From an optimization exercise on the open Yosys and OpenROAD flow, aimed at small area; shortcuts taken in it are not production practice. Function was checked by simulation only, so behaviour that the tests miss may differ from the original.

## flow/design.v (module list and top-level ports; edited modules follow where they fit)
// module lrelu_config_ctrl: 31 lines
// module lrelu_coef_bank: 21 lines
// module lrelu_fa: 10 lines
// module lrelu_ha: 9 lines
// module lrelu_nand2: 7 lines
// module lrelu_a22oi: 9 lines
// module lrelu_xor2: 7 lines
// module lrelu_xnor2: 7 lines
// module lrelu_affine_stage: 1266 lines
// module lrelu_leaky_stage: 202 lines
// module lrelu_engine: 77 lines
module lrelu_engine (
  input  logic                                    clk,
  input  logic                                    rst,
  input  logic                                    clken,
  input  logic                                    s_valid,
  input  logic                                    s_last,
  input  logic [3:0]               s_user,
  input  logic [4*20-1:0]  s_data,
  input  logic                                    cfg_valid,
  input  logic [16-1:0]              cfg_data,
  output logic                                    m_valid,
  output logic                                    m_last,
  output logic [3:0]               m_user,
  output logic [4*8-1:0] m_data,
  output logic                                    count_config_full
);
  // ...
==> flow/flow/run.sh <==
#!/bin/bash
# Standard layout, except that synthesis maps the design's explicit cell
# modules (lrelu_fa, lrelu_ha, ...) straight onto the library cells and skips
# the extraction of further adder cells from the remaining logic, and the
# port buffers are the smallest buffer.
set -euo pipefail
WORK=$(pwd)
bash standard.sh SYNTH_CANONICALIZE_TCL="$WORK/flow/fa_map.tcl" ADDER_MAP_FILE= \
  "BUFFER_PORTS_ARGS=-buffer_cell sky130_fd_sc_hd__buf_1" finish > "$WORK/orfs_make.log" 2>&1
==> flow/flow/fa_map.tcl <==
# Map the design's explicit cell modules onto the library cells of the same
# function and port names.
foreach {m c} {lrelu_fa fa_1 lrelu_ha ha_1 lrelu_nand2 nand2_1 lrelu_a22oi a22oi_1
               lrelu_xor2 xor2_1 lrelu_xnor2 xnor2_1} {
  chtype -map $m sky130_fd_sc_hd__$c
}
hierarchy -top $::env(DESIGN_NAME)
==> flow/standard.sh <==
#!/bin/bash
# synth_recipe.tcl (not shown) runs the flow's synth.tcl, then flattens the netlist and writes it again
# the make line also repeats each setting of config.mk as NAME=value (left out here)
make -C /OpenROAD-flow-scripts/flow DESIGN_CONFIG=/design/flow/config.mk WORK_HOME=/design/flow/orfs CLKGATE_MAP_FILE= SYNTH_SCRIPT=/design/flow/synth_recipe.tcl "${@:-finish}"
==> flow/config.mk <==
export PLATFORM = sky130hd
export DESIGN_NAME = lrelu_engine
export DESIGN_NICKNAME = lrelu_engine
export VERILOG_FILES = /design/flow/design.v
export SDC_FILE = /design/flow/constraint.sdc
export NUM_CORES = 4
export LEC_CHECK = 0
export ABC_AREA = 1
export CAP_MARGIN = 20
export CORE_MARGIN = 2
export CORE_UTILIZATION = 70
export CTS_BUF_LIST = sky130_fd_sc_hd__clkbuf_16
export CTS_CLUSTER_DIAMETER = 100
export CTS_CLUSTER_SIZE = 25
export GPL_TIMING_DRIVEN = 0
export PLACE_DENSITY = 0.85
export SLEW_MARGIN = 20
==> flow/constraint.sdc <==
create_clock -name core_clock -period 8.0 [get_ports {clk}]
set_input_delay 1.6000 -clock core_clock [delete_from_list [all_inputs] [get_ports {clk}]]
set_output_delay 1.6000 -clock core_clock [all_outputs]
set_load 0.01 [all_outputs]
==> flow_metrics.env, run 1 <==
export IMPL_status="finished clean"
export IMPL_synth_area_um2=47400
export IMPL_antenna_found_initial=7
export IMPL_crit_type="flip-flop to flip-flop"
export IMPL_cpLargestDelayFamily="adder cells"
export IMPL_grtUsageMet1_pct=49.8
export IMPL_clkbuf_count=23
export IMPL_utilization_pct=76.8
export IMPL_final_nets=5867
export IMPL_drv_cap=0
export IMPL_synth_fa_ha_area_share_pct=33.1
export IMPL_period_share_pct=92.9
export IMPL_place_area_um2=50700
export IMPL_dr_wl_met3_mm=16.6
export IMPL_synthToLayoutAreaGrowth_pct=8.71
export IMPL_dieArea_um2=69800
export IMPL_tritoncts="built"
export IMPL_synth_common_cells="nand2_1, xor2_1, fa_1, a22oi_1, edfxtp_1"
export IMPL_post_dp_hpwl_mm=102
export IMPL_inverters_excl_clock=282
export IMPL_highest_layer="met5"
export IMPL_cts_sink_count=364
export IMPL_endpoint="d_pipe[0][16]"
export IMPL_wl_met2_mm=61.3
export IMPL_std_cell_rows=95
export IMPL_multi_input_gates=3965
export IMPL_final_cell_mix="nand2_1, xor2_1, fa_1"
export IMPL_synth_simple_area_share_pct=13.3
export IMPL_fin_area_um2=51500
export IMPL_multi_input_area_share_pct=69.2
export IMPL_wirelength_mm=134
export IMPL_core_area_um2=67000
export IMPL_critPathMaxFanout=10
export IMPL_hold_path_class="flip-flop to flip-flop"
export IMPL_rsz0062_at_grt="false"
export IMPL_synth_area_leader_cell="fa_1"
export IMPL_ant_nets=0
export IMPL_timing_hold_ws_ps=422
export IMPL_async_flop_share_pct=0
export IMPL_min_delay_path_depth=0
==> module lrelu_leaky_stage, before the edit <==
module lrelu_leaky_stage (
  input  logic [19:0] np,
  input  logic        is_lrelu,
  input  logic [15:0] d,
  output logic [7:0]  out
);
  wire [19:0] p   = ~np;
  wire        neg = is_lrelu & p[19];
  wire [19:0] npp = {~np[19], np[18:0]};   
  wire [15:0] dd  = {~d[15], d[14:0]};
  wire t1 = ~(npp[2] ^ npp[0]);
  wire t2 = npp[2] | npp[0];
  wire s3, c3;
  lrelu_fa u3 (.A(npp[3]), .B(npp[1]), .CIN(npp[0]), .COUT(c3), .SUM(s3));
  wire s4, c4;
  lrelu_fa u4 (.A(npp[4]), .B(npp[2]), .CIN(npp[1]), .COUT(c4), .SUM(s4));
  wire s5, c5;
  lrelu_fa u5 (.A(npp[5]), .B(npp[3]), .CIN(npp[2]), .COUT(c5), .SUM(s5));
  wire s6, c6;
  lrelu_fa u6 (.A(npp[6]), .B(npp[4]), .CIN(npp[3]), .COUT(c6), .SUM(s6));
  wire s7, c7;
  lrelu_fa u7 (.A(npp[7]), .B(npp[5]), .CIN(npp[4]), .COUT(c7), .SUM(s7));
  wire s8, c8;
  lrelu_fa u8 (.A(npp[8]), .B(npp[6]), .CIN(npp[5]), .COUT(c8), .SUM(s8));
  wire s9, c9;
  lrelu_fa u9 (.A(npp[9]), .B(npp[7]), .CIN(npp[6]), .COUT(c9), .SUM(s9));
  wire s10, c10;
  lrelu_fa u10 (.A(npp[10]), .B(npp[8]), .CIN(npp[7]), .COUT(c10), .SUM(s10));
  wire s11, c11;
  lrelu_fa u11 (.A(npp[11]), .B(npp[9]), .CIN(npp[8]), .COUT(c11), .SUM(s11));
  wire s12, c12;
  lrelu_fa u12 (.A(npp[12]), .B(npp[10]), .CIN(npp[9]), .COUT(c12), .SUM(s12));
  wire s13, c13;
  lrelu_fa u13 (.A(npp[13]), .B(npp[11]), .CIN(npp[10]), .COUT(c13), .SUM(s13));
  wire s14, c14;
  lrelu_fa u14 (.A(npp[14]), .B(npp[12]), .CIN(npp[11]), .COUT(c14), .SUM(s14));
  wire s15, c15;
  lrelu_fa u15 (.A(npp[15]), .B(npp[13]), .CIN(npp[12]), .COUT(c15), .SUM(s15));
  wire s16, c16;
  lrelu_fa u16 (.A(npp[16]), .B(npp[14]), .CIN(npp[13]), .COUT(c16), .SUM(s16));
  wire s17, c17;
  lrelu_fa u17 (.A(npp[17]), .B(npp[15]), .CIN(npp[14]), .COUT(c17), .SUM(s17));
  wire s18, c18;
  lrelu_fa u18 (.A(npp[18]), .B(npp[16]), .CIN(npp[15]), .COUT(c18), .SUM(s18));
  wire s19, c19;
  lrelu_fa u19 (.A(npp[19]), .B(npp[17]), .CIN(npp[16]), .COUT(c19), .SUM(s19));
  wire t20 = ~(npp[18] ^ npp[17]);
  wire t21 = npp[18] | npp[17];
  wire t22 = ~(npp[19] ^ npp[18]);
  wire t23 = npp[19] | npp[18];
  wire t24 = ~s3 & ~t2;
  wire t25 = (~s4 & ~c3) | (t24 & (~s4 | ~c3));
  wire t26 = (~s5 & ~c4) | (t25 & (~s5 | ~c4));
  wire t27 = (~s6 & ~c5) | (t26 & (~s6 | ~c5));
  wire t28 = neg ? ~s7 : ~np[0];
  wire t29 = neg ? ~s8 : ~np[1];
  wire t30 = neg ? ~s9 : ~np[2];
  wire t31 = neg ? ~s10 : ~np[3];
  wire t32 = neg ? ~s11 : ~np[4];
  wire t33 = neg ? ~s12 : ~np[5];
  wire t34 = neg ? ~s13 : ~np[6];
  wire t35 = neg ? ~s14 : ~np[7];
  wire t36 = neg ? ~s15 : ~np[8];
  wire t37 = neg ? ~s16 : ~np[9];
  wire t38 = neg ? ~s17 : ~np[10];
  wire t39 = neg ? ~s18 : ~np[11];
  wire t40 = neg ? ~s19 : ~np[12];
  wire t41 = neg ? ~t20 : ~np[13];
  wire t42 = neg ? ~t22 : ~np[14];
  wire t43 = neg ? ~npp[19] : ~np[15];
  wire t44 = ~neg & np[16];
  wire t45 = neg & ~c6;
  wire t46 = neg & ~c7;
  wire t47 = neg & ~c8;
  wire t48 = neg & ~c9;
  wire t49 = neg & ~c10;
  wire t50 = neg & ~c11;
  wire t51 = neg & ~c12;
  wire t52 = neg & ~c13;
  wire t53 = neg & ~c14;
  wire t54 = neg & ~c15;
  wire t55 = neg & ~c16;
  wire t56 = neg & ~c17;
  wire t57 = neg & ~c18;
  wire t58 = neg & ~c19;
  wire t59 = neg & ~t21;
  wire t60 = neg & ~t23;
  wire s61, c61;
  lrelu_fa u61 (.A(t28), .B(t45), .CIN(dd[0]), .COUT(c61), .SUM(s61));
  wire s62, c62;
  lrelu_fa u62 (.A(t29), .B(t46), .CIN(dd[1]), .COUT(c62), .SUM(s62));
  wire s63, c63;
  lrelu_fa u63 (.A(t30), .B(t47), .CIN(dd[2]), .COUT(c63), .SUM(s63));
  wire s64, c64;
  lrelu_fa u64 (.A(t31), .B(t48), .CIN(dd[3]), .COUT(c64), .SUM(s64));
  wire s65, c65;
  lrelu_fa u65 (.A(t32), .B(t49), .CIN(dd[4]), .COUT(c65), .SUM(s65));
  wire s66, c66;
  lrelu_fa u66 (.A(t33), .B(t50), .CIN(dd[5]), .COUT(c66), .SUM(s66));
  wire s67, c67;
  lrelu_fa u67 (.A(t34), .B(t51), .CIN(dd[6]), .COUT(c67), .SUM(s67));
  wire s68, c68;
  lrelu_fa u68 (.A(t35), .B(t52), .CIN(dd[7]), .COUT(c68), .SUM(s68));
  wire s69, c69;
  lrelu_fa u69 (.A(t36), .B(t53), .CIN(dd[8]), .COUT(c69), .SUM(s69));
  wire s70, c70;
  lrelu_fa u70 (.A(t37), .B(t54), .CIN(dd[9]), .COUT(c70), .SUM(s70));
  wire s71, c71;
  lrelu_fa u71 (.A(t38), .B(t55), .CIN(dd[10]), .COUT(c71), .SUM(s71));
  wire s72, c72;
  lrelu_fa u72 (.A(t39), .B(t56), .CIN(dd[11]), .COUT(c72), .SUM(s72));
  wire s73, c73;
  lrelu_fa u73 (.A(t40), .B(t57), .CIN(dd[12]), .COUT(c73), .SUM(s73));
  wire s74, c74;
  lrelu_fa u74 (.A(t41), .B(t58), .CIN(dd[13]), .COUT(c74), .SUM(s74));
  wire s75, c75;
  lrelu_fa u75 (.A(t42), .B(t59), .CIN(dd[14]), .COUT(c75), .SUM(s75));
  wire s76, c76;
  lrelu_fa u76 (.A(t43), .B(t60), .CIN(dd[15]), .COUT(c76), .SUM(s76));
  wire t77 = neg & t27;
  wire s78, c78;
  lrelu_ha u78 (.A(s61), .B(t77), .COUT(c78), .SUM(s78));
  wire s79, c79;
  lrelu_fa u79 (.A(s62), .B(c61), .CIN(c78), .COUT(c79), .SUM(s79));
  wire s80, c80;
  lrelu_fa u80 (.A(s63), .B(c62), .CIN(c79), .COUT(c80), .SUM(s80));
  wire s81, c81;
  lrelu_fa u81 (.A(s64), .B(c63), .CIN(c80), .COUT(c81), .SUM(s81));
  wire s82, c82;
  lrelu_fa u82 (.A(s65), .B(c64), .CIN(c81), .COUT(c82), .SUM(s82));
  wire s83, c83;
  lrelu_fa u83 (.A(s66), .B(c65), .CIN(c82), .COUT(c83), .SUM(s83));
  wire s84, c84;
  lrelu_fa u84 (.A(s67), .B(c66), .CIN(c83), .COUT(c84), .SUM(s84));
  wire s85, c85;
  lrelu_fa u85 (.A(s68), .B(c67), .CIN(c84), .COUT(c85), .SUM(s85));
  wire s86, c86;
  lrelu_ha u86 (.A(s69), .B(c68), .COUT(c86), .SUM(s86));
  wire s87, c87;
  lrelu_ha u87 (.A(s70), .B(c69), .COUT(c87), .SUM(s87));
  wire s88, c88;
  lrelu_ha u88 (.A(s71), .B(c70), .COUT(c88), .SUM(s88));
  wire s89, c89;
  lrelu_ha u89 (.A(s72), .B(c71), .COUT(c89), .SUM(s89));
  wire s90, c90;
  lrelu_ha u90 (.A(s73), .B(c72), .COUT(c90), .SUM(s90));
  wire s91, c91;
  lrelu_ha u91 (.A(s74), .B(c73), .COUT(c91), .SUM(s91));
  wire s92, c92;
  lrelu_ha u92 (.A(s75), .B(c74), .COUT(c92), .SUM(s92));
  wire s93, c93;
  lrelu_ha u93 (.A(s76), .B(c75), .COUT(c93), .SUM(s93));
  wire s94, c94;
  lrelu_ha u94 (.A(t44), .B(c76), .COUT(c94), .SUM(s94));
  wire t95 = c86 | (s86 & c85);
  wire t96 = c87 | (s87 & t95);
  wire t97 = s87 & s86;
  wire t98 = c89 | (s89 & c88);
  wire t99 = s89 & s88;
  wire t100 = c91 | (s91 & c90);
  wire t101 = s91 & s90;
  wire t102 = c93 | (s93 & c92);
  wire t103 = s93 & s92;
  wire t104 = 1'b0 | (1'b0 & c94);
  wire t105 = 1'b0 & s94;
  wire t106 = t98 | (t99 & t96);
  wire t107 = t99 & t97;
  wire t108 = t102 | (t103 & t100);
  wire t109 = t103 & t101;
  wire t110 = t108 | (t109 & t106);
  wire t111 = t109 & t107;
  wire t112 = t100 | (t101 & t106);
  wire t113 = t101 & t107;
  wire t114 = t104 | (t105 & t110);
  wire t115 = t105 & t111;
  wire t116 = c88 | (s88 & t96);
  wire t117 = s88 & t97;
  wire t118 = c90 | (s90 & t106);
  wire t119 = s90 & t107;
  wire t120 = c92 | (s92 & t112);
  wire t121 = s92 & t113;
  wire t122 = c94 | (s94 & t110);
  wire t123 = s94 & t111;
  wire t124 = s86 ^ c85;
  wire t125 = s87 ^ t95;
  wire t126 = s88 ^ t96;
  wire t127 = s89 ^ t116;
  wire t128 = s90 ^ t106;
  wire t129 = s91 ^ t118;
  wire t130 = s92 ^ t112;
  wire t131 = s93 ^ t120;
  wire t132 = s94 ^ t110;
  wire t133 = 1'b0 ^ t122;
  wire [17:0] u = {t133, t132, t131, t130, t129, t128, t127, t126, t125, t124, s85, s84, s83, s82, s81, s80, s79, s78};
  wire [10:0] k   = neg ? 11'd672 : 11'd768;
  wire [10:0] uh  = u[17:7];
  wire        in  = (uh == k) || (uh == k - 11'd1);
  wire        pos = uh > k;
  wire        big = !neg && (p[19:16] != 4'h0) && (p[19:16] != 4'hf);
  assign out = big ? (p[19] ? 8'h80 : 8'h7f) :
               in  ? u[7:0] : (pos ? 8'h7f : 8'h80);
endmodule
==> run 2: changes to the inputs <==
--- a/flow/design.v
+++ b/flow/design.v
@@ -1117,256 +1117,256 @@
   wire t545 = ~(c534 ^ s535);
   wire t546 = c534 | s535;
   wire t547 = ~(c535 ^ s536);
   wire t548 = c535 | s536;
   wire s549, c549;
   lrelu_ha u549 (.A(g350), .B(c536), .COUT(c549), .SUM(s549));
   wire t550 = ~a[3];
   wire t551 = ~a[1];
-  wire s552, c552;
-  lrelu_ha u552 (.A(g4), .B(t551), .COUT(c552), .SUM(s552));
-  wire t553 = ~g6;
-  wire s554, c554;
-  lrelu_ha u554 (.A(t550), .B(t503), .COUT(c554), .SUM(s554));
-  wire s555, c555;
-  lrelu_ha u555 (.A(t504), .B(t505), .COUT(c555), .SUM(s555));
-  wire s556, c556;
-  lrelu_ha u556 (.A(t506), .B(s508), .COUT(c556), .SUM(s556));
-  wire s557, c557;
-  lrelu_ha u557 (.A(c508), .B(s509), .COUT(c557), .SUM(s557));
-  wire s558, c558;
-  lrelu_ha u558 (.A(c509), .B(s510), .COUT(c558), .SUM(s558));
-  wire s559, c559;
-  lrelu_ha u559 (.A(c510), .B(s511), .COUT(c559), .SUM(s559));
-  wire s560, c560;
-  lrelu_ha u560 (.A(c511), .B(s512), .COUT(c560), .SUM(s560));
-  wire s561, c561;
-  lrelu_ha u561 (.A(c512), .B(s513), .COUT(c561), .SUM(s561));
-  wire s562, c562;
-  lrelu_ha u562 (.A(c513), .B(s514), .COUT(c562), .SUM(s562));
-  wire s563, c563;
-  lrelu_ha u563 (.A(c514), .B(s515), .COUT(c563), .SUM(s563));
-  wire s564, c564;
-  lrelu_ha u564 (.A(c515), .B(s516), .COUT(c564), .SUM(s564));
-  wire s565, c565;
-  lrelu_ha u565 (.A(c516), .B(s517), .COUT(c565), .SUM(s565));
-  wire s566, c566;
-  lrelu_ha u566 (.A(c517), .B(s518), .COUT(c566), .SUM(s566));
-  wire s567, c567;
-  lrelu_ha u567 (.A(c518), .B(s519), .COUT(c567), .SUM(s567));
-  wire s568, c568;
-  lrelu_ha u568 (.A(c519), .B(s520), .COUT(c568), .SUM(s568));
-  wire s569, c569;
-  lrelu_ha u569 (.A(c520), .B(s521), .COUT(c569), .SUM(s569));
-  wire s570, c570;
-  lrelu_ha u570 (.A(c521), .B(s522), .COUT(c570), .SUM(s570));
-  wire s571, c571;
-  lrelu_ha u571 (.A(c522), .B(s523), .COUT(c571), .SUM(s571));
-  wire s572, c572;
-  lrelu_ha u572 (.A(c523), .B(s524), .COUT(c572), .SUM(s572));
-  wire s573, c573;
-  lrelu_ha u573 (.A(c524), .B(s525), .COUT(c573), .SUM(s573));
-  wire s574, c574;
-  lrelu_ha u574 (.A(c525), .B(s526), .COUT(c574), .SUM(s574));
-  wire s575, c575;
-  lrelu_ha u575 (.A(c526), .B(s527), .COUT(c575), .SUM(s575));
-  wire s576, c576;
-  lrelu_ha u576 (.A(c527), .B(s528), .COUT(c576), .SUM(s576));
-  wire s577, c577;
-  lrelu_ha u577 (.A(c528), .B(s529), .COUT(c577), .SUM(s577));
-  wire s578, c578;
-  lrelu_ha u578 (.A(c529), .B(s530), .COUT(c578), .SUM(s578));
-  wire t579 = c552 | s552;
-  wire t580 = g6 | (t553 & t579);
-  wire t581 = t553 & s552;
-  wire t582 = c555 | (s555 & c554);
-  wire t583 = s555 & s554;
-  wire t584 = c557 | (s557 & c556);
-  wire t585 = s557 & s556;
-  wire t586 = c559 | (s559 & c558);
-  wire t587 = s559 & s558;
-  wire t588 = c561 | (s561 & c560);
-  wire t589 = s561 & s560;
-  wire t590 = c563 | (s563 & c562);
-  wire t591 = s563 & s562;
-  wire t592 = c565 | (s565 & c564);
-  wire t593 = s565 & s564;
-  wire t594 = c567 | (s567 & c566);
-  wire t595 = s567 & s566;
-  wire t596 = c569 | (s569 & c568);
-  wire t597 = s569 & s568;
-  wire t598 = c571 | (s571 & c570);
-  wire t599 = s571 & s570;
-  wire t600 = c573 | (s573 & c572);
-  wire t601 = s573 & s572;
-  wire t602 = c575 | (s575 & c574);
-  wire t603 = s575 & s574;
-  wire t604 = c577 | (s577 & c576);
-  wire t605 = s577 & s576;
-  wire t606 = 1'b0 | (t537 & c578);
-  wire t607 = t537 & s578;
-  wire t608 = t582 | (t583 & t580);
-  wire t609 = t583 & t581;
-  wire t610 = t586 | (t587 & t584);
-  wire t611 = t587 & t585;
-  wire t612 = t590 | (t591 & t588);
-  wire t613 = t591 & t589;
-  wire t614 = t594 | (t595 & t592);
-  wire t615 = t595 & t593;
-  wire t616 = t598 | (t599 & t596);
-  wire t617 = t599 & t597;
-  wire t618 = t602 | (t603 & t600);
-  wire t619 = t603 & t601;
-  wire t620 = t606 | (t607 & t604);
-  wire t621 = t607 & t605;
-  wire t622 = t610 | (t611 & t608);
-  wire t623 = t611 & t609;
-  wire t624 = t614 | (t615 & t612);
-  wire t625 = t615 & t613;
-  wire t626 = t618 | (t619 & t616);
-  wire t627 = t619 & t617;
-  wire t628 = t624 | (t625 & t622);
-  wire t629 = t625 & t623;
-  wire t630 = t626 | (t627 & t628);
-  wire t631 = t627 & t629;
-  wire t632 = t612 | (t613 & t622);
-  wire t633 = t613 & t623;
-  wire t634 = t616 | (t617 & t628);
-  wire t635 = t617 & t629;
-  wire t636 = t620 | (t621 & t630);
-  wire t637 = t621 & t631;
-  wire t638 = t584 | (t585 & t608);
-  wire t639 = t585 & t609;
-  wire t640 = t588 | (t589 & t622);
-  wire t641 = t589 & t623;
-  wire t642 = t592 | (t593 & t632);
-  wire t643 = t593 & t633;
-  wire t644 = t596 | (t597 & t628);
-  wire t645 = t597 & t629;
-  wire t646 = t600 | (t601 & t634);
-  wire t647 = t601 & t635;
-  wire t648 = t604 | (t605 & t630);
-  wire t649 = t605 & t631;
-  wire t650 = c554 | (s554 & t580);
-  wire t651 = s554 & t581;
-  wire t652 = c556 | (s556 & t608);
-  wire t653 = s556 & t609;
-  wire t654 = c558 | (s558 & t638);
-  wire t655 = s558 & t639;
-  wire t656 = c560 | (s560 & t622);
-  wire t657 = s560 & t623;
-  wire t658 = c562 | (s562 & t640);
-  wire t659 = s562 & t641;
-  wire t660 = c564 | (s564 & t632);
-  wire t661 = s564 & t633;
-  wire t662 = c566 | (s566 & t642);
-  wire t663 = s566 & t643;
-  wire t664 = c568 | (s568 & t628);
-  wire t665 = s568 & t629;
-  wire t666 = c570 | (s570 & t644);
-  wire t667 = s570 & t645;
-  wire t668 = c572 | (s572 & t634);
-  wire t669 = s572 & t635;
-  wire t670 = c574 | (s574 & t646);
-  wire t671 = s574 & t647;
-  wire t672 = c576 | (s576 & t630);
-  wire t673 = s576 & t631;
-  wire t674 = c578 | (s578 & t648);
-  wire t675 = s578 & t649;
-  wire t676 = ~s552;
-  wire t677 = t553 ^ t579;
-  wire t678 = s554 ^ t580;
-  wire t679 = s555 ^ t650;
-  wire t680 = s556 ^ t608;
-  wire t681 = s557 ^ t652;
-  wire t682 = s558 ^ t638;
-  wire t683 = s559 ^ t654;
-  wire t684 = s560 ^ t622;
-  wire t685 = s561 ^ t656;
-  wire t686 = s562 ^ t640;
-  wire t687 = s563 ^ t658;
-  wire t688 = s564 ^ t632;
-  wire t689 = s565 ^ t660;
-  wire t690 = s566 ^ t642;
-  wire t691 = s567 ^ t662;
-  wire t692 = s568 ^ t628;
-  wire t693 = s569 ^ t664;
-  wire t694 = s570 ^ t644;
-  wire t695 = s571 ^ t666;
-  wire t696 = s572 ^ t634;
-  wire t697 = s573 ^ t668;
-  wire t698 = s574 ^ t646;
-  wire t699 = s575 ^ t670;
-  wire t700 = s576 ^ t630;
-  wire t701 = s577 ^ t672;
-  wire t702 = s578 ^ t648;
-  wire t703 = t537 ^ t674;
-  wire s704, c704;
-  lrelu_ha u704 (.A(c528), .B(s529), .COUT(c704), .SUM(s704));
-  wire s705, c705;
-  lrelu_ha u705 (.A(c529), .B(s530), .COUT(c705), .SUM(s705));
-  wire s706, c706;
-  lrelu_ha u706 (.A(t538), .B(t539), .COUT(c706), .SUM(s706));
-  wire s707, c707;
-  lrelu_ha u707 (.A(t540), .B(t541), .COUT(c707), .SUM(s707));
-  wire s708, c708;
-  lrelu_ha u708 (.A(t542), .B(t543), .COUT(c708), .SUM(s708));
-  wire s709, c709;
-  lrelu_ha u709 (.A(t544), .B(t545), .COUT(c709), .SUM(s709));
-  wire s710, c710;
-  lrelu_ha u710 (.A(t546), .B(t547), .COUT(c710), .SUM(s710));
-  wire s711, c711;
-  lrelu_ha u711 (.A(t548), .B(s549), .COUT(c711), .SUM(s711));
-  wire s712, c712;
-  lrelu_ha u712 (.A(g352), .B(c549), .COUT(c712), .SUM(s712));
-  wire t713 = c704 | s704;
-  wire t714 = c705 | (s705 & t713);
-  wire t715 = s705 & s704;
-  wire t716 = c706 | (s706 & 1'b0);
-  wire t717 = s706 & t537;
-  wire t718 = c708 | (s708 & c707);
-  wire t719 = s708 & s707;
-  wire t720 = c710 | (s710 & c709);
-  wire t721 = s710 & s709;
-  wire t722 = c712 | (s712 & c711);
-  wire t723 = s712 & s711;
-  wire t724 = t716 | (t717 & t714);
-  wire t725 = t717 & t715;
-  wire t726 = t720 | (t721 & t718);
-  wire t727 = t721 & t719;
-  wire t728 = t726 | (t727 & t724);
-  wire t729 = t727 & t725;
-  wire t730 = t718 | (t719 & t724);
-  wire t731 = t719 & t725;
-  wire t732 = t722 | (t723 & t728);
-  wire t733 = t723 & t729;
-  wire t734 = 1'b0 | (t537 & t714);
-  wire t735 = t537 & t715;
-  wire t736 = c707 | (s707 & t724);
-  wire t737 = s707 & t725;
-  wire t738 = c709 | (s709 & t730);
-  wire t739 = s709 & t731;
-  wire t740 = c711 | (s711 & t728);
-  wire t741 = s711 & t729;
-  wire t742 = 1'b0 | (1'b1 & t732);
-  wire t743 = 1'b1 & t733;
-  wire t744 = ~s704;
-  wire t745 = s705 ^ t713;
-  wire t746 = t537 ^ t714;
-  wire t747 = s706 ^ t734;
-  wire t748 = s707 ^ t724;
-  wire t749 = s708 ^ t736;
-  wire t750 = s709 ^ t730;
-  wire t751 = s710 ^ t738;
-  wire t752 = s711 ^ t728;
-  wire t753 = s712 ^ t740;
-  wire t754 = 1'b1 ^ t732;
-  wire [27:8] z = {t703, t702, t701, t700, t699, t698, t697, t696, t695, t694, t693, t692, t691, t690, t689, t688, t687, t686, t685, t684};   
-  wire [35:25] e = ~{t754, t753, t752, t751, t750, t749, t748, t747, t746, t745, t744};
+  wire t552 = g4 ^ t551;
+  wire t553 = g4 & t551;
+  wire t554 = ~g6;
+  wire t555 = t550 ^ t503;
+  wire t556 = t550 & t503;
+  wire t557 = t504 ^ t505;
+  wire t558 = t504 & t505;
+  wire t559 = t506 ^ s508;
+  wire t560 = t506 & s508;
+  wire t561 = c508 ^ s509;
+  wire t562 = c508 & s509;
+  wire t563 = c509 ^ s510;
+  wire t564 = c509 & s510;
+  wire t565 = c510 ^ s511;
+  wire t566 = c510 & s511;
+  wire t567 = c511 ^ s512;
+  wire t568 = c511 & s512;
+  wire t569 = c512 ^ s513;
+  wire t570 = c512 & s513;
+  wire t571 = c513 ^ s514;
+  wire t572 = c513 & s514;
+  wire t573 = c514 ^ s515;
+  wire t574 = c514 & s515;
+  wire t575 = c515 ^ s516;
+  wire t576 = c515 & s516;
+  wire t577 = c516 ^ s517;
+  wire t578 = c516 & s517;
+  wire t579 = c517 ^ s518;
+  wire t580 = c517 & s518;
+  wire t581 = c518 ^ s519;
+  wire t582 = c518 & s519;
+  wire t583 = c519 ^ s520;
+  wire t584 = c519 & s520;
+  wire t585 = c520 ^ s521;
+  wire t586 = c520 & s521;
+  wire t587 = c521 ^ s522;
+  wire t588 = c521 & s522;
+  wire t589 = c522 ^ s523;
+  wire t590 = c522 & s523;
+  wire t591 = c523 ^ s524;
+  wire t592 = c523 & s524;
+  wire t593 = c524 ^ s525;
+  wire t594 = c524 & s525;
+  wire t595 = c525 ^ s526;
+  wire t596 = c525 & s526;
+  wire t597 = c526 ^ s527;
+  wire t598 = c526 & s527;
+  wire t599 = c527 ^ s528;
+  wire t600 = c527 & s528;
+  wire t601 = c528 ^ s529;
+  wire t602 = c528 & s529;
+  wire t603 = c529 ^ s530;
+  wire t604 = c529 & s530;
+  wire t605 = t553 | t552;
+  wire t606 = g6 | (t554 & t605);
+  wire t607 = t554 & t552;
+  wire t608 = t558 | (t557 & t556);
+  wire t609 = t557 & t555;
+  wire t610 = t562 | (t561 & t560);
+  wire t611 = t561 & t559;
+  wire t612 = t566 | (t565 & t564);
+  wire t613 = t565 & t563;
+  wire t614 = t570 | (t569 & t568);
+  wire t615 = t569 & t567;
+  wire t616 = t574 | (t573 & t572);
+  wire t617 = t573 & t571;
+  wire t618 = t578 | (t577 & t576);
+  wire t619 = t577 & t575;
+  wire t620 = t582 | (t581 & t580);
+  wire t621 = t581 & t579;
+  wire t622 = t586 | (t585 & t584);
+  wire t623 = t585 & t583;
+  wire t624 = t590 | (t589 & t588);
+  wire t625 = t589 & t587;
+  wire t626 = t594 | (t593 & t592);
+  wire t627 = t593 & t591;
+  wire t628 = t598 | (t597 & t596);
+  wire t629 = t597 & t595;
+  wire t630 = t602 | (t601 & t600);
+  wire t631 = t601 & t599;
+  wire t632 = 1'b0 | (t537 & t604);
+  wire t633 = t537 & t603;
+  wire t634 = t608 | (t609 & t606);
+  wire t635 = t609 & t607;
+  wire t636 = t612 | (t613 & t610);
+  wire t637 = t613 & t611;
+  wire t638 = t616 | (t617 & t614);
+  wire t639 = t617 & t615;
+  wire t640 = t620 | (t621 & t618);
+  wire t641 = t621 & t619;
+  wire t642 = t624 | (t625 & t622);
+  wire t643 = t625 & t623;
+  wire t644 = t628 | (t629 & t626);
+  wire t645 = t629 & t627;
+  wire t646 = t632 | (t633 & t630);
+  wire t647 = t633 & t631;
+  wire t648 = t636 | (t637 & t634);
+  wire t649 = t637 & t635;
+  wire t650 = t640 | (t641 & t638);
+  wire t651 = t641 & t639;
+  wire t652 = t644 | (t645 & t642);
+  wire t653 = t645 & t643;
+  wire t654 = t650 | (t651 & t648);
+  wire t655 = t651 & t649;
+  wire t656 = t652 | (t653 & t654);
+  wire t657 = t653 & t655;
+  wire t658 = t638 | (t639 & t648);
+  wire t659 = t639 & t649;
+  wire t660 = t642 | (t643 & t654);
+  wire t661 = t643 & t655;
+  wire t662 = t646 | (t647 & t656);
+  wire t663 = t647 & t657;
+  wire t664 = t610 | (t611 & t634);
+  wire t665 = t611 & t635;
+  wire t666 = t614 | (t615 & t648);
+  wire t667 = t615 & t649;
+  wire t668 = t618 | (t619 & t658);
+  wire t669 = t619 & t659;
+  wire t670 = t622 | (t623 & t654);
+  wire t671 = t623 & t655;
+  wire t672 = t626 | (t627 & t660);
+  wire t673 = t627 & t661;
+  wire t674 = t630 | (t631 & t656);
+  wire t675 = t631 & t657;
+  wire t676 = t556 | (t555 & t606);
+  wire t677 = t555 & t607;
+  wire t678 = t560 | (t559 & t634);
+  wire t679 = t559 & t635;
+  wire t680 = t564 | (t563 & t664);
+  wire t681 = t563 & t665;
+  wire t682 = t568 | (t567 & t648);
+  wire t683 = t567 & t649;
+  wire t684 = t572 | (t571 & t666);
+  wire t685 = t571 & t667;
+  wire t686 = t576 | (t575 & t658);
+  wire t687 = t575 & t659;
+  wire t688 = t580 | (t579 & t668);
+  wire t689 = t579 & t669;
+  wire t690 = t584 | (t583 & t654);
+  wire t691 = t583 & t655;
+  wire t692 = t588 | (t587 & t670);
+  wire t693 = t587 & t671;
+  wire t694 = t592 | (t591 & t660);
+  wire t695 = t591 & t661;
+  wire t696 = t596 | (t595 & t672);
+  wire t697 = t595 & t673;
+  wire t698 = t600 | (t599 & t656);
+  wire t699 = t599 & t657;
+  wire t700 = t604 | (t603 & t674);
+  wire t701 = t603 & t675;
+  wire t702 = ~t552;
+  wire t703 = t554 ^ t605;
+  wire t704 = t555 ^ t606;
+  wire t705 = t557 ^ t676;
+  wire t706 = t559 ^ t634;
+  wire t707 = t561 ^ t678;
+  wire t708 = t563 ^ t664;
+  wire t709 = t565 ^ t680;
+  wire t710 = t567 ^ t648;
+  wire t711 = t569 ^ t682;
+  wire t712 = t571 ^ t666;
+  wire t713 = t573 ^ t684;
+  wire t714 = t575 ^ t658;
+  wire t715 = t577 ^ t686;
+  wire t716 = t579 ^ t668;
+  wire t717 = t581 ^ t688;
+  wire t718 = t583 ^ t654;
+  wire t719 = t585 ^ t690;
+  wire t720 = t587 ^ t670;
+  wire t721 = t589 ^ t692;
+  wire t722 = t591 ^ t660;
+  wire t723 = t593 ^ t694;
+  wire t724 = t595 ^ t672;
+  wire t725 = t597 ^ t696;
+  wire t726 = t599 ^ t656;
+  wire t727 = t601 ^ t698;
+  wire t728 = t603 ^ t674;
+  wire t729 = t537 ^ t700;
+  wire t730 = c528 ^ s529;
+  wire t731 = c528 & s529;
+  wire t732 = c529 ^ s530;
+  wire t733 = c529 & s530;
+  wire t734 = t538 ^ t539;
+  wire t735 = t538 & t539;
+  wire t736 = t540 ^ t541;
+  wire t737 = t540 & t541;
+  wire t738 = t542 ^ t543;
+  wire t739 = t542 & t543;
+  wire t740 = t544 ^ t545;
+  wire t741 = t544 & t545;
+  wire t742 = t546 ^ t547;
+  wire t743 = t546 & t547;
+  wire t744 = t548 ^ s549;
+  wire t745 = t548 & s549;
+  wire t746 = g352 ^ c549;
+  wire t747 = g352 & c549;
+  wire t748 = t731 | t730;
+  wire t749 = t733 | (t732 & t748);
+  wire t750 = t732 & t730;
+  wire t751 = t735 | (t734 & 1'b0);
+  wire t752 = t734 & t537;
+  wire t753 = t739 | (t738 & t737);
+  wire t754 = t738 & t736;
+  wire t755 = t743 | (t742 & t741);
+  wire t756 = t742 & t740;
+  wire t757 = t747 | (t746 & t745);
+  wire t758 = t746 & t744;
+  wire t759 = t751 | (t752 & t749);
+  wire t760 = t752 & t750;
+  wire t761 = t755 | (t756 & t753);
+  wire t762 = t756 & t754;
+  wire t763 = t761 | (t762 & t759);
+  wire t764 = t762 & t760;
+  wire t765 = t753 | (t754 & t759);
+  wire t766 = t754 & t760;
+  wire t767 = t757 | (t758 & t763);
+  wire t768 = t758 & t764;
+  wire t769 = 1'b0 | (t537 & t749);
+  wire t770 = t537 & t750;
+  wire t771 = t737 | (t736 & t759);
+  wire t772 = t736 & t760;
+  wire t773 = t741 | (t740 & t765);
+  wire t774 = t740 & t766;
+  wire t775 = t745 | (t744 & t763);
+  wire t776 = t744 & t764;
+  wire t777 = 1'b0 | (1'b1 & t767);
+  wire t778 = 1'b1 & t768;
+  wire t779 = ~t730;
+  wire t780 = t732 ^ t748;
+  wire t781 = t537 ^ t749;
+  wire t782 = t734 ^ t769;
+  wire t783 = t736 ^ t759;
+  wire t784 = t738 ^ t771;
+  wire t785 = t740 ^ t765;
+  wire t786 = t742 ^ t773;
+  wire t787 = t744 ^ t763;
+  wire t788 = t746 ^ t775;
+  wire t789 = 1'b1 ^ t767;
+  wire [27:8] z = {t729, t728, t727, t726, t725, t724, t723, t722, t721, t720, t719, t718, t717, t716, t715, t714, t713, t712, t711, t710};   
+  wire [35:25] e = ~{t789, t788, t787, t786, t785, t784, t783, t782, t781, t780, t779};
   wire ovf = e[35] ? (e[34:27] != 8'hff) : (e[34:26] != 9'h000);
   assign np = ovf ? {~e[35], e[35], e[35], z[24:8]} : z[27:8];
 endmodule
 module lrelu_leaky_stage (
   input  logic [19:0] np,
   input  logic        is_lrelu,
   input  logic [15:0] d,
   output logic [7:0]  out
@@ -1496,74 +1496,74 @@
   wire s82, c82;
   lrelu_fa u82 (.A(s65), .B(c64), .CIN(c81), .COUT(c82), .SUM(s82));
   wire s83, c83;
   lrelu_fa u83 (.A(s66), .B(c65), .CIN(c82), .COUT(c83), .SUM(s83));
   wire s84, c84;
   lrelu_fa u84 (.A(s67), .B(c66), .CIN(c83), .COUT(c84), .SUM(s84));
   wire s85, c85;
   lrelu_fa u85 (.A(s68), .B(c67), .CIN(c84), .COUT(c85), .SUM(s85));
-  wire s86, c86;
-  lrelu_ha u86 (.A(s69), .B(c68), .COUT(c86), .SUM(s86));
-  wire s87, c87;
-  lrelu_ha u87 (.A(s70), .B(c69), .COUT(c87), .SUM(s87));
-  wire s88, c88;
-  lrelu_ha u88 (.A(s71), .B(c70), .COUT(c88), .SUM(s88));
-  wire s89, c89;
-  lrelu_ha u89 (.A(s72), .B(c71), .COUT(c89), .SUM(s89));
-  wire s90, c90;
-  lrelu_ha u90 (.A(s73), .B(c72), .COUT(c90), .SUM(s90));
-  wire s91, c91;
-  lrelu_ha u91 (.A(s74), .B(c73), .COUT(c91), .SUM(s91));
-  wire s92, c92;
-  lrelu_ha u92 (.A(s75), .B(c74), .COUT(c92), .SUM(s92));
-  wire s93, c93;
-  lrelu_ha u93 (.A(s76), .B(c75), .COUT(c93), .SUM(s93));
-  wire s94, c94;
-  lrelu_ha u94 (.A(t44), .B(c76), .COUT(c94), .SUM(s94));
-  wire t95 = c86 | (s86 & c85);
-  wire t96 = c87 | (s87 & t95);
-  wire t97 = s87 & s86;
-  wire t98 = c89 | (s89 & c88);
-  wire t99 = s89 & s88;
-  wire t100 = c91 | (s91 & c90);
-  wire t101 = s91 & s90;
-  wire t102 = c93 | (s93 & c92);
-  wire t103 = s93 & s92;
-  wire t104 = 1'b0 | (1'b0 & c94);
-  wire t105 = 1'b0 & s94;
-  wire t106 = t98 | (t99 & t96);
-  wire t107 = t99 & t97;
-  wire t108 = t102 | (t103 & t100);
-  wire t109 = t103 & t101;
-  wire t110 = t108 | (t109 & t106);
-  wire t111 = t109 & t107;
-  wire t112 = t100 | (t101 & t106);
-  wire t113 = t101 & t107;
-  wire t114 = t104 | (t105 & t110);
-  wire t115 = t105 & t111;
-  wire t116 = c88 | (s88 & t96);
-  wire t117 = s88 & t97;
-  wire t118 = c90 | (s90 & t106);
-  wire t119 = s90 & t107;
-  wire t120 = c92 | (s92 & t112);
-  wire t121 = s92 & t113;
-  wire t122 = c94 | (s94 & t110);
-  wire t123 = s94 & t111;
-  wire t124 = s86 ^ c85;
-  wire t125 = s87 ^ t95;
-  wire t126 = s88 ^ t96;
-  wire t127 = s89 ^ t116;
-  wire t128 = s90 ^ t106;
-  wire t129 = s91 ^ t118;
-  wire t130 = s92 ^ t112;
-  wire t131 = s93 ^ t120;
-  wire t132 = s94 ^ t110;
-  wire t133 = 1'b0 ^ t122;
-  wire [17:0] u = {t133, t132, t131, t130, t129, t128, t127, t126, t125, t124, s85, s84, s83, s82, s81, s80, s79, s78};
+  wire t86 = s69 ^ c68;
+  wire t87 = s69 & c68;
+  wire t88 = s70 ^ c69;
+  wire t89 = s70 & c69;
+  wire t90 = s71 ^ c70;
+  wire t91 = s71 & c70;
+  wire t92 = s72 ^ c71;
+  wire t93 = s72 & c71;
+  wire t94 = s73 ^ c72;
+  wire t95 = s73 & c72;
+  wire t96 = s74 ^ c73;
+  wire t97 = s74 & c73;
+  wire t98 = s75 ^ c74;
+  wire t99 = s75 & c74;
+  wire t100 = s76 ^ c75;
+  wire t101 = s76 & c75;
+  wire t102 = t44 ^ c76;
+  wire t103 = t44 & c76;
+  wire t104 = t87 | (t86 & c85);
+  wire t105 = t89 | (t88 & t104);
+  wire t106 = t88 & t86;
+  wire t107 = t93 | (t92 & t91);
+  wire t108 = t92 & t90;
+  wire t109 = t97 | (t96 & t95);
+  wire t110 = t96 & t94;
+  wire t111 = t101 | (t100 & t99);
+  wire t112 = t100 & t98;
+  wire t113 = 1'b0 | (1'b0 & t103);
+  wire t114 = 1'b0 & t102;
+  wire t115 = t107 | (t108 & t105);
+  wire t116 = t108 & t106;
+  wire t117 = t111 | (t112 & t109);
+  wire t118 = t112 & t110;
+  wire t119 = t117 | (t118 & t115);
+  wire t120 = t118 & t116;
+  wire t121 = t109 | (t110 & t115);
+  wire t122 = t110 & t116;
+  wire t123 = t113 | (t114 & t119);
+  wire t124 = t114 & t120;
+  wire t125 = t91 | (t90 & t105);
+  wire t126 = t90 & t106;
+  wire t127 = t95 | (t94 & t115);
+  wire t128 = t94 & t116;
+  wire t129 = t99 | (t98 & t121);
+  wire t130 = t98 & t122;
+  wire t131 = t103 | (t102 & t119);
+  wire t132 = t102 & t120;
+  wire t133 = t86 ^ c85;
+  wire t134 = t88 ^ t104;
+  wire t135 = t90 ^ t105;
+  wire t136 = t92 ^ t125;
+  wire t137 = t94 ^ t115;
+  wire t138 = t96 ^ t127;
+  wire t139 = t98 ^ t121;
+  wire t140 = t100 ^ t129;
+  wire t141 = t102 ^ t119;
+  wire t142 = 1'b0 ^ t131;
+  wire [17:0] u = {t142, t141, t140, t139, t138, t137, t136, t135, t134, t133, s85, s84, s83, s82, s81, s80, s79, s78};
   wire [10:0] k   = neg ? 11'd672 : 11'd768;
   wire [10:0] uh  = u[17:7];
   wire        in  = (uh == k) || (uh == k - 11'd1);
   wire        pos = uh > k;
   wire        big = !neg && (p[19:16] != 4'h0) && (p[19:16] != 4'hf);
   assign out = big ? (p[19] ? 8'h80 : 8'h7f) :
                in  ? u[7:0] : (pos ? 8'h7f : 8'h80);
 endmodule
--- a/flow/config.mk
+++ b/flow/config.mk
@@ -6,12 +6,12 @@
 export NUM_CORES = 4
 export LEC_CHECK = 0
 export ABC_AREA = 1
 export CAP_MARGIN = 20
 export CORE_MARGIN = 2
 export CORE_UTILIZATION = 70
 export CTS_BUF_LIST = sky130_fd_sc_hd__clkbuf_16
 export CTS_CLUSTER_DIAMETER = 100
-export CTS_CLUSTER_SIZE = 25
+export CTS_CLUSTER_SIZE = 30
 export GPL_TIMING_DRIVEN = 0
 export PLACE_DENSITY = 0.85
 export SLEW_MARGIN = 20
==> flow_metrics.env, run 2 <==
export IMPL_status="finished clean"
export IMPL_endpoint="d_pipe[0][2]"
export IMPL_critPathMaxFanout=10
export IMPL_cts_max_path_buffers=3
export IMPL_final_cell_mix="nand2_1, xor2_1, fa_1"
export IMPL_synth_most_common_cell="nand2_1"
export IMPL_top_register="bank_i.coef"
export IMPL_portBuffers=144
export IMPL_drive_gt1_share_pct=7.60
export IMPL_synth_top_area_share_pct=27.9
export IMPL_grt_pass1_vias=39453
export IMPL_clk_pin_slew_ps=110
export IMPL_crit_arrival_ps=7740
export IMPL_slowest_stage="clkbuf_1"
export IMPL_slew_headroom_pct=19.8
export IMPL_synth_area_leader_cell="fa_1"
export IMPL_stdcell_count=6094
export IMPL_fmax_mhz=135
export IMPL_rsz0062_at_grt="false"
export IMPL_worstReg2RegEnd="d_pipe[0][2]"
export IMPL_synth_edf_count=356
export IMPL_grt_overflow=0
export IMPL_std_cell_rows=95
export IMPL_largest_register_ffs=144
export IMPL_post_cts_buffers=0
export IMPL_wl_per_cell_um=22.0
export IMPL_hold_viol=0
export IMPL_cts_resized=0
export IMPL_critPathMostFrequentCell="nand2_1"
export IMPL_maxSlewViolCount=0
export IMPL_antenna_found_initial=7
export IMPL_htree_levels=1
export IMPL_largest_registers="bank_i.coef x144, l_1 x80, d_pipe x74"
export IMPL_avgSynthCellArea_um2=9.55
export IMPL_num_fill_cells=4448
export IMPL_timing_hold_ws_ps=413
export IMPL_period_needed_ps=7400
export IMPL_fin_area_um2=51200
export IMPL_layout_commonest_cell="nand2_1"
export IMPL_ant_nets=0
export IMPL_yosysWarnings=4
export IMPL_vias=39350
export IMPL_initial_core_util_pct=70.4
export IMPL_ys_top_cells_by_area="fa_1, edfxtp_1, xor2_1"
export IMPL_post_dp_hpwl_mm=102
export IMPL_r2r_cells=33
export IMPL_viasPerCell=6.46
export IMPL_tritoncts="built"
export IMPL_die_y_um=263
export IMPL_async_flop_share_pct=0
export IMPL_cpLargestDelayFamily="adder cells"
export IMPL_reg2reg_from="side_1[3]"
export IMPL_ctsRootBufferMaster="clkbuf_16"
export IMPL_dieArea_um2=69300
export IMPL_worst_slew_pin_slew_ps=1200
export IMPL_drc=0
export IMPL_cp_depth=33
export IMPL_core_area_um2=66800
export IMPL_worstSetupStartpointType="flip-flop"
export IMPL_die_w_um=263
export IMPL_crit_type="flip-flop to flip-flop"
export IMPL_final_nets=5988
export IMPL_rrSetupSlack_ps=600
export IMPL_dp_cells=6046
export IMPL_drv_cap=0
export IMPL_critical_path_max_stage_delay_ps=560
export IMPL_period_share_pct=92.5
export IMPL_gp_congestion=0.951
export IMPL_synth_common_cells="nand2_1, xor2_1, fa_1, a22oi_1, nor2_1"
export IMPL_cts_sink_count=364
export IMPL_cts_hold_buf=0
export IMPL_synth_area_um2=47100
export IMPL_place_area_um2=50300
export IMPL_grt_max_degree=35
export IMPL_setup_viol=0
export IMPL_synth_seq_cells=364
export IMPL_synthToLayoutAreaGrowth_pct=8.72
export IMPL_setup_tns_ps=0
export IMPL_wirelength_mm=134
export IMPL_cp_required_ps=8340
export IMPL_cp_end_kind="flip-flop"
export IMPL_synthFlopType="edfxtp_1"
export IMPL_groute_usage_overall_pct=38.7
export IMPL_dr_pass1_iters=8
export IMPL_skew_ps=30.3
export IMPL_clkLatencyLatePin_ps=600
export IMPL_critPathLaunch="side_1[3]"
export IMPL_drt_initial_drc_count=5283
export IMPL_grt_pass1_wl_mm=211
export IMPL_ios=145
export IMPL_seq_area_frac_synth_pct=23.1
export IMPL_worst_path_buf_inv=5
export IMPL_synthCells=4929
export IMPL_synth_distinct_cells=52
export IMPL_cts_made_buffers=21
export IMPL_hold_path_class="flip-flop to flip-flop"
[run 2: cell types whose count changed in the layout (fill, tap and decap cells not counted), moves of 53 or more]
cell	change
nor2_1	+218
ha_1	-176
nand2_1	+148
inv_1	+62
nand3_1	+53
[run 2: metal layers]
| layer | track usage [%] | part of all wire, % | up-vias |
|---|---|---|---|
| met1 | 50.5 | 37 | 18808 |
| met3 | 9.54 | 11 | 582 |
| met5 | 0 | 0.052 | - |
| li1 | - | - | 17335 |
| met2 | 61.0 | 46 | 2615 |
| met4 | 18.9 | 6.0 | 10 |
[run 2: how the worst min path moves through the flow]
stage / from / slack [ps] / endpoint / cells past startpoint
4_1_cts: d_pipe[0][13] / 420 / d_pipe[1][13] / 0
3_3_place_gp: bank_i.coef[11] / 400 / d_1[11] / 0
6_report: d_pipe[0][13] / 410 / d_pipe[1][13] / 0
2_1_floorplan: bank_i.coef[0] / 400 / d_1[0] / 0
3_5_place_dp: bank_i.coef[13] / 400 / d_1[13] / 0
5_1_grt: d_pipe[0][13] / 420 / d_pipe[1][13] / 0
[run 2: logic make-up after synthesis]
family          Yosys count  synth area share, %
compound gates          896                 13.4
xor+xnor                803                 15.1
fa+ha+maj               684                 28.7
buf+inv                 364                 2.91
flops                   364                 23.1
mux                      56                 1.19
other cells               1              0.00797
simple gates           1761                 15.7
[run 2: area by class of cell]
| type | instances | area, um2 | area share (%) |
|---|---|---|---|
| diodes | 9 | 22.5 | 0.0440 |
| flip-flops and latches | 364 | 10900 | 21.2 |
| repair buffers | 243 | 1970 | 3.84 |
| inverters | 345 | 1290 | 2.53 |
| well taps | 873 | 1090 | 2.14 |
| clock inverters | 16 | 230 | 0.450 |
| plain buffers | 19 | 76.3 | 0.149 |
| clock buffers | 21 | 526 | 1.03 |
| multi-input cells | 4204 | 35100 | 68.6 |
[run 2: worst register-to-register path, delay by kind of cell, from the launching register on]
family	cells	cell delay (ps)
AOI/OAI and AO/OA	1	70
adders and majority gates	9	3440
buffers and inverters	5	1470
DFF	1	420
and+or+nand+nor	18	1780
[run 2: through the flow]
stage               setup WS (ps)  utilization (%)
global placement            -7510             72.9
floorplan                    1590                -
CTS                           693             76.5
detailed placement            737             75.4
global route                  195             76.6
finish                        597             76.6
==> run 3: changes to the inputs <==
--- a/flow/config.mk
+++ b/flow/config.mk
@@ -12,5 +12,5 @@
 export CTS_BUF_LIST = sky130_fd_sc_hd__clkbuf_16
 export CTS_CLUSTER_DIAMETER = 100
-export CTS_CLUSTER_SIZE = 30
+export CTS_CLUSTER_SIZE = 25
 export GPL_TIMING_DRIVEN = 0
 export PLACE_DENSITY = 0.85
==> flow_metrics.env, run 3 <==
export IMPL_grt_overflow=0
export IMPL_critical_path_max_stage_delay_ps=530
export IMPL_ant_nets=0
export IMPL_std_cell_rows=95
export IMPL_cp_required_ps=8350
export IMPL_htree_levels=1
export IMPL_fin_area_um2=51200
export IMPL_crit_arrival_ps=7720
export IMPL_viasPerCell=6.47
export IMPL_slew_headroom_pct=22.9
export IMPL_setup_viol=0
export IMPL_clkLatencyLatePin_ps=610
export IMPL_wl_per_cell_um=22.1
export IMPL_synth_top_area_share_pct=27.9
export IMPL_clk_pin_slew_ps=90
export IMPL_worstSetupStartpointType="flip-flop"
export IMPL_gp_congestion=0.951
export IMPL_num_fill_cells=4417
export IMPL_drc=0
export IMPL_groute_usage_overall_pct=38.9
export IMPL_synth_edf_count=356
export IMPL_cpLargestDelayFamily="adder cells"
export IMPL_die_w_um=263
export IMPL_async_flop_share_pct=0
export IMPL_hold_viol=0
export IMPL_top_register="bank_i.coef"
export IMPL_synth_area_leader_cell="fa_1"
export IMPL_hold_path_class="flip-flop to flip-flop"
export IMPL_largest_register_ffs=144
export IMPL_largest_registers="bank_i.coef x144, l_1 x80, d_pipe x74"
export IMPL_worst_slew_pin_slew_ps=1160
export IMPL_ys_top_cells_by_area="fa_1, edfxtp_1, xor2_1"
export IMPL_post_dp_hpwl_mm=102
export IMPL_cts_sink_count=364
export IMPL_setup_tns_ps=0
export IMPL_grt_pass1_vias=39620
export IMPL_post_cts_buffers=0
export IMPL_cts_hold_buf=0
export IMPL_tritoncts="built"
export IMPL_crit_type="flip-flop to flip-flop"
export IMPL_worst_path_buf_inv=5
export IMPL_portBuffers=144
export IMPL_synth_seq_cells=364
export IMPL_synth_area_um2=47100
export IMPL_synth_distinct_cells=52
export IMPL_die_y_um=263
export IMPL_core_area_um2=66800
export IMPL_rsz0062_at_grt="false"
export IMPL_cts_made_buffers=24
export IMPL_dieArea_um2=69300
export IMPL_initial_core_util_pct=70.4
export IMPL_ctsRootBufferMaster="clkbuf_16"
export IMPL_yosysWarnings=4
export IMPL_maxSlewViolCount=0
export IMPL_synthCells=4929
export IMPL_synth_common_cells="nand2_1, xor2_1, fa_1, a22oi_1, nor2_1"
export IMPL_timing_hold_ws_ps=422
export IMPL_cts_max_path_buffers=3
export IMPL_skew_ps=20.6
export IMPL_dr_pass1_iters=8
export IMPL_ios=145
export IMPL_wirelength_mm=135
export IMPL_slowest_stage="clkbuf_1"
export IMPL_avgSynthCellArea_um2=9.55
export IMPL_final_cell_mix="nand2_1, xor2_1, fa_1"
export IMPL_grt_max_degree=35
export IMPL_critPathMostFrequentCell="nand2_1"
export IMPL_place_area_um2=50300
export IMPL_synthToLayoutAreaGrowth_pct=8.85
export IMPL_antenna_found_initial=9
export IMPL_seq_area_frac_synth_pct=23.1
export IMPL_period_needed_ps=7380
export IMPL_drt_initial_drc_count=5043
export IMPL_drive_gt1_share_pct=7.67
export IMPL_period_share_pct=92.2
export IMPL_critPathMaxFanout=10
export IMPL_layout_commonest_cell="nand2_1"
export IMPL_drv_cap=0
export IMPL_final_nets=5990
export IMPL_grt_pass1_wl_mm=212
export IMPL_vias=39448
export IMPL_synthFlopType="edfxtp_1"
export IMPL_cp_end_kind="flip-flop"
export IMPL_cts_resized=0
export IMPL_status="finished clean"
export IMPL_synth_most_common_cell="nand2_1"
export IMPL_fmax_mhz=136
## run 3: cell counts after synthesis
No cell type changed its count.
## run 3: cell families (layout without fill, tap and decap cells)
group	Yosys count	in the layout	synth area share, %
xor+xnor	803	803	15.1
flops	364	364	23.1
buf+inv	364	647	2.91
compound gates	896	896	13.4
other cells	1	9	0.00797
fa+ha+maj	684	684	28.7
simple gates	1761	1761	15.7
mux	56	56	1.19
## run 3: through the flow
stage                     setup slack [ps]  util [%]  instances
final                                  625      76.7       6093
after global placement               -7510      72.9       5949
after CTS                              713      76.6       6087
after detailed placement               737      75.4       6046
after global routing                   211      76.7       6088
after floorplan                       1590         -       4932
## run 3: layout make-up
class / instances / area [um2] / share of cell area (%)
Antenna cell: 5 / 12.5 / 0.0244
Sequential cell: 364 / 10900 / 21.2
Inverter: 345 / 1290 / 2.53
Buffer: 19 / 76.3 / 0.149
Multi-Input combinational cell: 4204 / 35100 / 68.5
Tap cell: 873 / 1090 / 2.13
Clock buffer: 24 / 601 / 1.17
Clock inverter: 17 / 235 / 0.459
Timing Repair Buffer: 242 / 1960 / 3.82
## run 3: metal layers
metal / up-vias / wire length (um) / track usage, % / share of wire [%]
met4: 18 / 7940 / 18.9 / 5.9
li1: 17346 / - / - / -
met3: 605 / 16000 / 10.3 / 12
met1: 18832 / 48300 / 49.9 / 36
met5: - / 157 / 0 / 0.12
met2: 2647 / 62300 / 62.0 / 46
## run 3: path summary, 6_finish.rpt
kind	slack, ps	start	cells after the start	end
max	620	side_1[3]	33	d_pipe[0][2]
min	420	d_pipe[0][13]	0	d_pipe[1][13]
max reg2reg	620	side_1[3]	33	d_pipe[0][2]
min reg2reg	420	d_pipe[0][13]	0	d_pipe[1][13]
==> run 4: changes to the inputs <==
--- a/flow/config.mk
+++ b/flow/config.mk
@@ -9,5 +9,5 @@
 export CAP_MARGIN = 20
 export CORE_MARGIN = 2
-export CORE_UTILIZATION = 70
+export CORE_UTILIZATION = 75
 export CTS_BUF_LIST = sky130_fd_sc_hd__clkbuf_16
 export CTS_CLUSTER_DIAMETER = 100
==> flow_metrics.env, run 4 <==
export IMPL_viasPerCell=6.57
export IMPL_critPathMostFrequentCell="nand2_1"
export IMPL_cts_resized=0
export IMPL_largest_register_ffs=144
export IMPL_grt_max_degree=37
export IMPL_timing_hold_ws_ps=416
export IMPL_maxSlewViolCount=0
export IMPL_async_flop_share_pct=0
export IMPL_groute_usage_overall_pct=42.6
export IMPL_synth_seq_cells=364
export IMPL_drive_gt1_share_pct=7.57
export IMPL_slew_headroom_pct=21.7
export IMPL_period_share_pct=94.6
export IMPL_hold_path_class="flip-flop to flip-flop"
export IMPL_crit_type="flip-flop to flip-flop"
export IMPL_tritoncts="built"
export IMPL_multi_input_area_um2=35100
export IMPL_dieArea_um2=64800
export IMPL_final_cell_mix="nand2_1, xor2_1, fa_1"
export IMPL_vias=39838
export IMPL_grt_pass1_vias=39807
export IMPL_final_nets=5990
export IMPL_dp_slack_ps=594
export IMPL_synth_edf_count=356
export IMPL_slowest_stage="buf_1"
export IMPL_status="finished clean"
export IMPL_setup_ws_ps=429
export IMPL_ios=145
export IMPL_cts_sink_count=364
export IMPL_synthCells=4929
export IMPL_fmax_mhz=132
export IMPL_post_dp_hpwl_mm=101
export IMPL_die_y_um=254
export IMPL_largest_registers="bank_i.coef x144, l_1 x80, d_pipe x74"
export IMPL_crit_arrival_ps=7900
export IMPL_initial_core_util_pct=76.1
export IMPL_clkLatencyLatePin_ps=600
export IMPL_cp_required_ps=8330
export IMPL_cts_hold_buf=0
export IMPL_synth_common_cells="nand2_1, xor2_1, fa_1, a22oi_1, nor2_1"
export IMPL_yosysWarnings=4
export IMPL_htree_levels=1
export IMPL_ctsRootBufferMaster="clkbuf_16"
export IMPL_wl_per_cell_um=22.2
export IMPL_portBuffers=144
export IMPL_setup_tns_ps=0
export IMPL_synthToLayoutAreaGrowth_pct=8.75
export IMPL_wirelength_mm=135
export IMPL_utilization_pct=82.8
export IMPL_drt_initial_drc_count=5201
export IMPL_post_cts_buffers=0
export IMPL_synthFlopType="edfxtp_1"
export IMPL_skew_ps=24.2
export IMPL_synth_area_leader_cell="fa_1"
export IMPL_clk_pin_slew_ps=100
export IMPL_hold_viol=0
export IMPL_drc=0
export IMPL_synth_top_area_share_pct=27.9
export IMPL_worst_slew_pin_slew_ps=1170
export IMPL_synth_most_common_cell="nand2_1"
export IMPL_grt_pass1_wl_mm=213
export IMPL_rsz0062_at_grt="false"
export IMPL_cpLargestDelayFamily="adder cells"
export IMPL_cp_end_kind="flip-flop"
export IMPL_cts_max_path_buffers=3
export IMPL_grt_overflow=0
export IMPL_num_fill_cells=3788
export IMPL_worstSetupStartpointType="flip-flop"
export IMPL_synth_distinct_cells=52
export IMPL_layout_commonest_cell="nand2_1"
export IMPL_std_cell_rows=91
export IMPL_critical_path_max_stage_delay_ps=540
export IMPL_top_register="bank_i.coef"
export IMPL_seq_area_um2=10900
export IMPL_dr_pass1_iters=9
export IMPL_gp_congestion=0.948
export IMPL_synth_area_um2=47100
export IMPL_ant_nets=0
export IMPL_antenna_found_initial=10
export IMPL_avgSynthCellArea_um2=9.55
export IMPL_die_w_um=254
export IMPL_ys_top_cells_by_area="fa_1, edfxtp_1, xor2_1"
export IMPL_period_needed_ps=7570
export IMPL_core_area_um2=61800
export IMPL_seq_area_frac_synth_pct=23.1
export IMPL_drv_cap=0
export IMPL_worst_path_buf_inv=3
export IMPL_cts_made_buffers=23
export IMPL_setup_viol=0
export IMPL_critPathMaxFanout=10
[run 4: cell types whose count changed in the layout (fill, tap and decap cells not counted), sizes merged]
cell,delta
clkinv,-4
buf,+3
clkbuf,-3
inv,+3
diode,+2
bufinv,+1
clkinvlp,+1
[run 4: metrics by stage]
| stage | cell area (um2) | cells |
|---|---|---|
| global placement | 48700 | 5913 |
| global route | 51200 | 6054 |
| finish | 51200 | 6060 |
| detailed placement | 50300 | 6010 |
| floorplan | 47100 | 4932 |
| CTS | 51100 | 6051 |
[run 4: final timing paths]
kind | slack, ps | start | cells past startpoint | to
worst min register to register | 420 | bank_i.coef[4] | 0 | d_1[4]
worst max register to register | 430 | l_1[59] | 31 | d_pipe[0][17]
worst min-delay path | 420 | bank_i.coef[4] | 0 | d_1[4]
worst max-delay path | 430 | l_1[59] | 31 | d_pipe[0][17]
[run 4: final cells by class]
class / count / share of cell area, %
Antenna cell: 7 / 0.0342
Buffer: 19 / 0.149
Clock buffer: 23 / 1.12
Clock inverter: 18 / 0.416
Inverter: 345 / 2.53
Multi-Input combinational cell: 4204 / 68.6
Sequential cell: 364 / 21.2
Tap cell: 837 / 2.05
Timing Repair Buffer: 243 / 3.90
[run 4: layer usage]
metal | track usage (%) | wire [um] | up-vias
met2 | 65.5 | 60700 | 2877
met3 | 10.6 | 17200 | 665
met1 | 56.2 | 48100 | 18939
li1 | - | - | 17353
met5 | 0 | 22 | -
met4 | 23.0 | 8580 | 4
[run 4: cell families (layout without fill, tap and decap cells)]
family | count (synthesis) | in the layout | synth area share [%]
AND/OR/NAND/NOR | 1761 | 1761 | 15.7
AO/OA/AOI/OAI | 896 | 896 | 13.4
XOR/XNOR | 803 | 803 | 15.1
adder cells (fa/ha/maj) | 684 | 684 | 28.7
flip-flops | 364 | 364 | 23.1
buffers and inverters | 364 | 648 | 2.91
multiplexers | 56 | 56 | 1.19
other | 1 | 11 | 0.00797
[run 4: worst reg2reg max path, delay by kind of cell (launching register included)]
| kind | cells | cell delay (ps) |
|---|---|---|
| AO/OA/AOI/OAI | 1 | 90 |
| adder cells (fa/ha/maj) | 9 | 3510 |
| multiplexers | 1 | 350 |
| flip-flops | 1 | 490 |
| AND/OR/NAND/NOR | 17 | 1870 |
| buffers and inverters | 3 | 980 |

[afterwards: timing with drivers on the ports]
The results above use ideal ports. As a check the final layouts listed here were re-extracted and re-timed, cells and wires unchanged. Step 1, drivers: a clkbuf_16 drives clk and a buf_2 each remaining input, both assumed. Step 2 adds t to the input delays and takes it off the output delays; t is the mean of the earliest and latest rising clock arrival at the registers after step 1. Input paths then give back, and output paths get back, about the clock's delay inside the block. Three values: ideal, step 1, step 2; two values: the first two.
| run | shift t [ns] | slack for setup (ns) | worst setup path at the end | worst data-port slew with drivers (ns) |
|---|---|---|---|---|
| run 1 | 0.653 | 0.571 / 0.571 / 0.571 | register to register | 0.06 |
| run 2 | 0.649 | 0.597 / 0.597 / 0.597 | register to register | 0.06 |
| run 3 | 0.666 | 0.625 / 0.625 / 0.625 | register to register | 0.06 |
| run 4 | 0.653 | 0.429 / 0.429 / 0.429 | register to register | 0.05 |
After both steps setup and hold are still met in every run listed.
